What follows belongs to an exercise in optimizing a design on an open flow for small area, a short achievable clock period and few clock cycles per item; a production flow would make more cautious choices.
Only simulation tests tie the RTL to the original design; equivalence was not proved.
Power figures rest on the tool's default switching activity, not on a simulated workload.

===== design/flow/constraint.sdc =====
create_clock -name core_clock -period 5.5 [get_ports {clk_i}]
set_input_delay 1.1000 -clock core_clock [delete_from_list [all_inputs] [get_ports {clk_i}]]
set_output_delay 1.1000 -clock core_clock [all_outputs]
set_load 0.01 [all_outputs]

===== design/flow/design.v =====
`timescale 1ns/10ps
package fp_add_pkg;
  localparam int EXP_W  = 8;
  localparam int FRAC_W = 23;
  localparam int MANT_W = FRAC_W + 1;    
  localparam int EXP_MAX = 255;          
  localparam int EXT_BITS_DEF = 24;
  localparam int ALIGN_W      = MANT_W + EXT_BITS_DEF;
  localparam logic [31:0] P_INF = 32'h7F80_0000;
  localparam logic [31:0] N_INF = 32'hFF80_0000;
  localparam logic [31:0] QNAN  = 32'h7FC0_0000;
  typedef enum logic {
    FP_ADD = 1'b0,
    FP_SUB = 1'b1
  } fp_op_e;
  typedef struct packed {
    logic              sign;
    logic [EXP_W-1:0]  exponent;
    logic [FRAC_W-1:0] fraction;
  } float_fields_t;
  typedef union packed {
    logic [31:0]   bits;
    float_fields_t fields;
  } float_u;
  typedef struct packed {
    logic   is_special;    
    float_u value;
    logic   invalid;
  } special_t;
  typedef struct packed {
    logic               valid;
    logic               sign;         
    logic [EXP_W-1:0]   exponent;
    logic               eff_sub;
    logic [ALIGN_W-1:0] mant_big;
    logic [ALIGN_W-1:0] mant_small;   
    special_t           special;
  } aligned_t;
  typedef struct packed {
    logic             valid;
    logic             sign;
    logic [EXP_W-1:0] exponent;
    logic             eff_sub;
    logic [ALIGN_W:0] sum;            
    special_t         special;
  } sum_t;
  typedef struct packed {
    logic   valid;
    float_u value;
    logic   overflow;
    logic   underflow;
    logic   invalid;
  } result_t;
endpackage
`timescale 1ns/10ps
module fp_align_stage
#(
  parameter int EXT_BITS = fp_add_pkg::EXT_BITS_DEF
)
(
  input  logic                 clk_i,
  input  logic                 rst_n_i,
  input  fp_add_pkg::float_u   op_a_i,
  input  fp_add_pkg::float_u   op_b_i,
  input  fp_add_pkg::fp_op_e   op_i,
  input  logic                 valid_i,
  output fp_add_pkg::aligned_t aligned_o
);
  localparam int AW = fp_add_pkg::MANT_W + EXT_BITS;
  fp_add_pkg::float_u           b_eff;               
  fp_add_pkg::float_u           big_op;
  fp_add_pkg::float_u           small_op;
  logic             a_is_big;
  logic [fp_add_pkg::EXP_W-1:0] exp_diff;
  logic [AW-1:0]    mant_big;
  logic [AW-1:0]    mant_small;
  logic             a_nan, b_nan;
  logic             a_inf, b_inf;
  fp_add_pkg::special_t         special;
  fp_add_pkg::aligned_t         aligned_d;
  always_comb
  begin
    b_eff = op_b_i;
    if (op_i == fp_add_pkg::FP_SUB)
      b_eff.fields.sign = ~op_b_i.fields.sign;
  end
  assign a_is_big = {op_a_i.fields.exponent, op_a_i.fields.fraction} >=
                    {b_eff.fields.exponent, b_eff.fields.fraction};
  assign big_op   = a_is_big ? op_a_i : b_eff;
  assign small_op = a_is_big ? b_eff : op_a_i;
  assign exp_diff = big_op.fields.exponent - small_op.fields.exponent;
  assign mant_big   = {|big_op.fields.exponent, big_op.fields.fraction, {EXT_BITS{1'b0}}};
  assign mant_small = {|small_op.fields.exponent, small_op.fields.fraction,
                       {EXT_BITS{1'b0}}} >> exp_diff;
  assign a_nan = (op_a_i.fields.exponent == fp_add_pkg::EXP_W'(fp_add_pkg::EXP_MAX)) && (|op_a_i.fields.fraction);
  assign b_nan = (b_eff.fields.exponent == fp_add_pkg::EXP_W'(fp_add_pkg::EXP_MAX)) && (|b_eff.fields.fraction);
  assign a_inf = op_a_i.bits[30:0] == fp_add_pkg::P_INF[30:0];    
  assign b_inf = b_eff.bits[30:0] == fp_add_pkg::P_INF[30:0];
  always_comb
  begin
    special = '0;
    if (a_nan || b_nan)
    begin
      special.is_special = 1'b1;
      special.value.bits = fp_add_pkg::QNAN;
      special.invalid    = 1'b1;
    end
    else if (a_inf && b_inf && (op_a_i.fields.sign != b_eff.fields.sign))
    begin
      special.is_special = 1'b1;    
      special.value.bits = fp_add_pkg::QNAN;
      special.invalid    = 1'b1;
    end
    else if (a_inf)
    begin
      special.is_special = 1'b1;
      special.value.bits = op_a_i.fields.sign ? fp_add_pkg::N_INF : fp_add_pkg::P_INF;
    end
    else if (b_inf)
    begin
      special.is_special = 1'b1;
      special.value.bits = b_eff.fields.sign ? fp_add_pkg::N_INF : fp_add_pkg::P_INF;
    end
  end
  always_comb
  begin
    aligned_d            = '0;
    aligned_d.valid      = valid_i;
    aligned_d.sign       = big_op.fields.sign;
    aligned_d.exponent   = big_op.fields.exponent;
    aligned_d.eff_sub    = op_a_i.fields.sign ^ b_eff.fields.sign;
    aligned_d.mant_big   = mant_big;
    aligned_d.mant_small = mant_small;
    aligned_d.special    = special;
  end
  always_ff @(posedge clk_i)
  begin
    if (!rst_n_i)
      aligned_o <= '0;
    else
      aligned_o <= aligned_d;
  end
endmodule
`timescale 1ns/10ps
module fp_sum_stage
#(
  parameter int EXT_BITS = fp_add_pkg::EXT_BITS_DEF
)
(
  input  logic                 clk_i,
  input  logic                 rst_n_i,
  input  fp_add_pkg::aligned_t aligned_i,
  output fp_add_pkg::sum_t     sum_o
);
  localparam int AW = fp_add_pkg::MANT_W + EXT_BITS;
  logic [AW-1:0] mant_big;
  logic [AW-1:0] mant_small;
  logic [AW:0]   sum_d;
  fp_add_pkg::sum_t          sum_rec;
  assign mant_big   = aligned_i.mant_big;
  assign mant_small = aligned_i.mant_small;
  always_comb
  begin
    if (aligned_i.eff_sub)
      sum_d = {1'b0, mant_big} - {1'b0, mant_small};
    else
      sum_d = {1'b0, mant_big} + {1'b0, mant_small};    
  end
  always_comb
  begin
    sum_rec          = '0;
    sum_rec.valid    = aligned_i.valid;
    sum_rec.sign     = aligned_i.sign;
    sum_rec.exponent = aligned_i.exponent;
    sum_rec.eff_sub  = aligned_i.eff_sub;
    sum_rec.sum      = sum_d;
    sum_rec.special  = aligned_i.special;
  end
  always_ff @(posedge clk_i)
  begin
    if (!rst_n_i)
      sum_o <= '0;
    else
      sum_o <= sum_rec;
  end
endmodule
`timescale 1ns/10ps
module fp_normalize_stage
#(
  parameter int EXT_BITS = fp_add_pkg::EXT_BITS_DEF
)
(
  input  logic                clk_i,
  input  logic                rst_n_i,
  input  fp_add_pkg::sum_t    sum_i,
  output fp_add_pkg::result_t result_o
);
  localparam int AW   = fp_add_pkg::MANT_W + EXT_BITS;
  localparam int LZ_W = $clog2(AW + 1);
  logic              carry;
  logic [AW-1:0]     sum_mag;         
  logic [LZ_W-1:0]   lz_cnt;
  logic [AW-1:0]     norm_mant;
  logic [fp_add_pkg::FRAC_W-1:0] norm_frac;
  logic              sum_zero;
  int                exp_calc;        
  fp_add_pkg::result_t           res_d;
  assign carry    = sum_i.sum[AW];
  assign sum_mag  = sum_i.sum[AW-1:0];
  assign sum_zero = sum_i.sum == '0;
  always_comb
  begin
    lz_cnt = LZ_W'(AW);
    for (int i = 0; i < AW; i++)
    begin
      if (sum_mag[i])
        lz_cnt = LZ_W'(AW - 1 - i);
    end
  end
  always_comb
  begin
    if (carry)
    begin
      norm_mant = sum_i.sum[AW:1];                   
      exp_calc  = int'(sum_i.exponent) + 1;
    end
    else
    begin
      norm_mant = sum_mag << lz_cnt;
      exp_calc  = int'(sum_i.exponent) - int'(lz_cnt);
    end
  end
  assign norm_frac = norm_mant[AW-2 -: fp_add_pkg::FRAC_W];
  always_comb
  begin
    res_d       = '0;
    res_d.valid = sum_i.valid;
    if (sum_i.special.is_special)
    begin
      res_d.value   = sum_i.special.value;
      res_d.invalid = sum_i.special.invalid;
    end
    else if (sum_zero)
    begin
      res_d.value.bits = '0;                         
    end
    else if (exp_calc >= fp_add_pkg::EXP_MAX)
    begin
      res_d.value.bits = sum_i.sign ? fp_add_pkg::N_INF : fp_add_pkg::P_INF;
      res_d.overflow   = 1'b1;
    end
    else if (exp_calc < 1)
    begin
      res_d.value.fields.sign = sum_i.sign;          
      res_d.underflow         = 1'b1;
    end
    else
    begin
      res_d.value.fields.sign     = sum_i.sign;
      res_d.value.fields.exponent = exp_calc[fp_add_pkg::EXP_W-1:0];
      res_d.value.fields.fraction = norm_frac;
    end
  end
  always_ff @(posedge clk_i)
  begin
    if (!rst_n_i)
      result_o <= '0;
    else
      result_o <= res_d;
  end
endmodule
`timescale 1ns/10ps
module fp_add_unit
#(
  parameter int EXT_BITS = fp_add_pkg::EXT_BITS_DEF
)
(
  input  logic        clk_i,
  input  logic        rst_n_i,
  input  logic [31:0] op_a_i,      
  input  logic [31:0] op_b_i,      
  input  logic        op_i,        
  input  logic        valid_i,
  output logic [35:0] result_o     
);
  fp_add_pkg::aligned_t aligned;    
  fp_add_pkg::sum_t     summed;     
  fp_add_pkg::result_t  result;     
  if (fp_add_pkg::MANT_W + EXT_BITS != fp_add_pkg::ALIGN_W)
  begin : g_ext_check
    $error("EXT_BITS does not match the stage record width");
  end
  fp_align_stage #(
    .EXT_BITS (EXT_BITS)
  ) align0 (
    .clk_i     (clk_i),
    .rst_n_i   (rst_n_i),
    .op_a_i    (fp_add_pkg::float_u'(op_a_i)),
    .op_b_i    (fp_add_pkg::float_u'(op_b_i)),
    .op_i      (fp_add_pkg::fp_op_e'(op_i)),
    .valid_i   (valid_i),
    .aligned_o (aligned)
  );
  fp_sum_stage #(
    .EXT_BITS (EXT_BITS)
  ) sum0 (
    .clk_i     (clk_i),
    .rst_n_i   (rst_n_i),
    .aligned_i (aligned),
    .sum_o     (summed)
  );
  fp_normalize_stage #(
    .EXT_BITS (EXT_BITS)
  ) norm0 (
    .clk_i    (clk_i),
    .rst_n_i  (rst_n_i),
    .sum_i    (summed),
    .result_o (result)
  );
  assign result_o = result;
endmodule

===== design/flow/config.mk =====
export PLATFORM = sky130hd
export DESIGN_NAME = fp_add_unit
export DESIGN_NICKNAME = fp_add_unit
export VERILOG_FILES = /design/flow/design.v
export SDC_FILE = /design/flow/constraint.sdc
export NUM_CORES = 4
export LEC_CHECK = 0
export CAP_MARGIN = 20
export CORE_MARGIN = 2
export CORE_UTILIZATION = 40
export SLEW_MARGIN = 20

===== design/flow/run.sh =====
#!/bin/bash
# synth_recipe.tcl (not shown) runs the flow's synth.tcl, then flattens the netlist and writes it again
# the make line also repeats each setting of config.mk as NAME=value (left out here)
make -C /OpenROAD-flow-scripts/flow DESIGN_CONFIG=/design/flow/config.mk WORK_HOME=/design/flow/orfs CLKGATE_MAP_FILE= SYNTH_SCRIPT=/design/flow/synth_recipe.tcl finish

==> impl_metrics.csv <==
group,metric,value,unit
hold_path,min_path_type,"reg2reg",
floorplanning,coreArea,37800,sq um
clocking,numCtsBuffers,17,
power_and_ir_drop,clockPowerShare,17.2,%
logic_synthesis,netlist.top_cell.by_area,"dfxtp_1",
logic_synthesis,syn_area,15500,sq um
floorplanning,die_area,40200,sq um
logic_synthesis,synth_flop_cell,"dfxtp_1",
detailed_routing,viasPerCell,5.91,
floorplanning,start_util,40.8,%
timing,worst_pin_slew,1.12,ns
detailed_routing,antenna_left,0,
finish,fill_cells,3810,
timing,whs,0.437,ns
clocking,htree_levels,4,
clocking,clkLatencyLatePin,0.47,ns
power_and_ir_drop,seq_power_share,23.3,%
clocking,cts_num_sinks,184,
global_route,grt_overflow,0,
detailed_routing,wirelength,54500,um
detailed_routing,wire_per_inst,20.4,um
finish,fin_util,48.9,%
global_route,grt_pass1_wl,86500,um
timing,period_needed,5.25,ns
logic_synthesis,yosys_warnings,3,
power_and_ir_drop,leakage,7.81,nW
timing,timing_hold_violations_final,0,
timing,slew_headroom,25.3,%
global_route,grt_max_degree,82,
logic_synthesis,synth-seq-cells,184,
timing,fmax,191,MHz
finish,drive_gt1_share,12.4,%
placed_design,hpwl,43500,um
setup_path,crit_required,5.85,ns
floorplanning,ios,104,
timing,fin_crit_sh,95.4,%
timing,grt_setup_unrepaired,"false",
logic_synthesis,synth.avg_cell_area,7.79,sq um
power_and_ir_drop,p_comb_share,59.6,%
finish,fin_nets,2305,
logic_synthesis,syn_nets,2143,
finish,syn2layout_area_growth,19.8,%
power_and_ir_drop,intPower,4.06,mW
logic_synthesis,synth_edf_count,0,
global_route,track_usage,26.8,%
logic_synthesis,synth.distinct_cells,105,
setup_path,start_kind,"input port",
detailed_routing,first_pass_iters,6,
logic_synthesis,postSynth.asyncResetShare,0,%
clocking,cts_tree,"built",
timing,clock_skew,0.0245,ns
power_and_ir_drop,switchingPower,3.60,mW
power_and_ir_drop,swShare,47.0,%
logic_synthesis,yosysSeqAreaShare,23.8,%
setup_path,critPathCaptureType,"register",
power_and_ir_drop,p_per_area,414,nW/um^2
placed_design,gp_congestion,0.972,
floorplanning,die_h,201,um
logic_synthesis,synth_top_area_share,23.8,%
detailed_routing,drc_errors,0,
detailed_routing,drt_iter0_drc,1223,
clocking,cts_setup_buffers,0,
global_route,grt_pass1_vias,15500,
detailed_routing,routed-via-count,15800,
flow_run,cap_violations,0,
setup_path,cp.arrival,5.60,ns
outcome,status,"complete, no violations",
logic_synthesis,yosys-top-cells-area,"dfxtp_1, mux2i_1, ha_1, nand2_1, a21oi_1",
clocking,postCtsHoldBufs,0,
setup_path,worst-path-max-fanout,22,
clocking,cts.reportedPaths.clkPinSlew,0.08,ns
power_and_ir_drop,max-vdd-ir-drop,0.275,mV
floorplanning,rows,71,
global_route,antenna_found_initial,0,
setup_path,crit_type,"in2reg",
clocking,cts_root_buf,"clkbuf_16",
clocking,clockBufferDepth,2,
clocking,cts_resized,0,
placed_design,portBuffers,103,
timing,slew_viol_final,0,
floorplanning,die_w,201,um
logic_synthesis,synthCells,1984,
timing,setup_viol,0,
-- stage by stage --
step / power (mW) / setup TNS (ns) / instances / cell area, sq um / setup WS (ns)
final: 7.66 / 0 / 2671 / 18500 / 0.254
after global routing: 8.12 / 0 / 2670 / 18500 / 0.0394
after CTS: 7.59 / 0 / 2670 / 18500 / 0.296
after detailed placement: 6.27 / -2.83 / 2638 / 17900 / -0.181
after global placement: 6.25 / -0.177 / 2638 / 17900 / -0.0624
after floorplan: 4.72 / 0 / 1984 / 15500 / 0.434
-- worst max-delay path, cell delays in order --
cell and delay [ns]:
clkdlybuf4s50_1 0.48, inv_1 0.05, ha_1 0.29, and3_1 0.21
a221o_1 0.36, a221oi_4 0.33, o21ai_2 0.10, a2111oi_2 0.39
a21oi_1 0.11, ha_1 0.21, a2111o_1 0.37, o21a_1 0.16
xnor2_2 0.18, buf_12 0.20, mux2i_1 0.28, mux2i_1 0.17
mux2i_1 0.31, nor2_1 0.07, a22o_1 0.21
-- cells in the mapped netlist (13+ instances only) --
| library cell | instances |
|---|---|
| clkbuf_1 | 80 |
| nand2b_1 | 16 |
| dfxtp_1 | 184 |
| inv_1 | 111 |
| o21ai_0 | 66 |
| mux2i_1 | 162 |
| ha_1 | 89 |
| a31oi_1 | 24 |
| nor4_1 | 35 |
| and3_1 | 16 |
| buf_2 | 17 |
| nor2_1 | 158 |
| a211oi_1 | 26 |
| o22ai_1 | 29 |
| a21boi_0 | 33 |
| nand4_1 | 16 |
| a22oi_1 | 15 |
| a21oi_1 | 124 |
| o31ai_1 | 16 |
| mux2_2 | 20 |
| nor3_1 | 67 |
| or3_1 | 16 |
| nand3_1 | 38 |
| nor2b_1 | 20 |
| nand2_1 | 204 |
| and2_1 | 69 |
| a221oi_1 | 13 |
| a21o_1 | 21 |
| or4_1 | 13 |
| o211ai_1 | 16 |
| xnor2_1 | 46 |
-- flip-flops by register name (all words and copies together), names as in the netlist --
register	flops
align0.aligned_o	86
sum0.sum_o	62
norm0.result_o	36
-- metal layers --
layer	track usage [%]	share of wire [%]
met5	0	0
met4	8.10	2.6
met3	3.69	5.9
met1	34.3	44
met2	46.5	48
-- worst paths after layout --
check | startpoint | to | slack, ns | cells past startpoint
max | op_b_i[19] | align0.aligned_o[54] | 0.25 | 19
min | align0.aligned_o[134] | sum0.sum_o[87] | 0.44 | 1
max reg2reg | sum0.sum_o[67] | norm0.result_o[13] | 0.31 | 22
min reg2reg | align0.aligned_o[134] | sum0.sum_o[87] | 0.44 | 1
-- cell usage in the layout, fill, tap and decap left out, types with 33 or more instances in the layout --
cell / count
a21boi_0: 33
dfxtp_1: 183
o21ai_0: 66
clkdlybuf4s50_1: 102
buf_4: 152
nor2_1: 157
nor4_1: 35
inv_1: 111
nand2_1: 204
xnor2_1: 45
and2_1: 69
nor3_1: 67
ha_1: 89
nand3_1: 38
mux2i_1: 162
a21oi_1: 124
-- area by class of cell --
class | count | area (sq um) | share of cell area (%)
repair buffers | 259 | 2250 | 12.1
inverters | 116 | 435 | 2.35
flip-flops and latches | 184 | 3680 | 19.9
clock inverters | 15 | 200 | 1.08
well taps | 511 | 639 | 3.46
diodes | 1 | 2.50 | 0.0135
multi-input cells | 1568 | 10900 | 58.7
clock buffers | 17 | 425 | 2.30
-- kinds of logic after synthesis --
logic type	Yosys count	synth area share, %
xor gates and xnor gates	56	3.27
adders and majority gates	91	7.47
and+or+nand+nor	703	22.3
buffers and inverters	232	6.02
AOI/OAI and AO/OA	526	23.7
muxes	192	13.4
DFF	184	23.8
-- power by group through the flow --
stage          Clock, mW  Combinational, mW  Sequential (mW)
2_1_floorplan          0               3.02             1.70
3_3_place_gp           0               4.44             1.81
3_5_place_dp           0               4.46             1.81
4_1_cts             1.34               4.48             1.78
5_1_grt             1.39               4.93             1.80
6_report            1.31               4.56             1.78
Testbench counts, summed over its fixed seeds: cycles 16,016, items 16,000.

[afterwards: timing with drivers on the ports]
No port has a modelled driver above. Below, the same layout with a new extraction and two added sets of constraints. Step 1 sets driving cells, clkbuf_16 on the clock port and buf_2 on the other inputs (assumed; they add their load-dependent delay and slew). Step 2 moves the port delays by t, midway between the first and last clock arrival at a register: inputs arrive t later, outputs are due t later. That takes back most of the time a late clock gives input paths. Slacks: ideal ports / drivers / drivers and shift; pairs: ideal ports / drivers.
shift t [ns]: 0.509
slack for setup (ns): 0.254 / 0.286 / -0.223
latest minus earliest clock arrival (ns): 0.024 / 0.024
slew at the worst register clock pin (ns): 0.10 / 0.10
Met with ideal ports but missed after step 2: setup timing in this run. For this run, drivers alone change the setup slack by +0.032 ns; drivers and shift together by -0.477 ns.
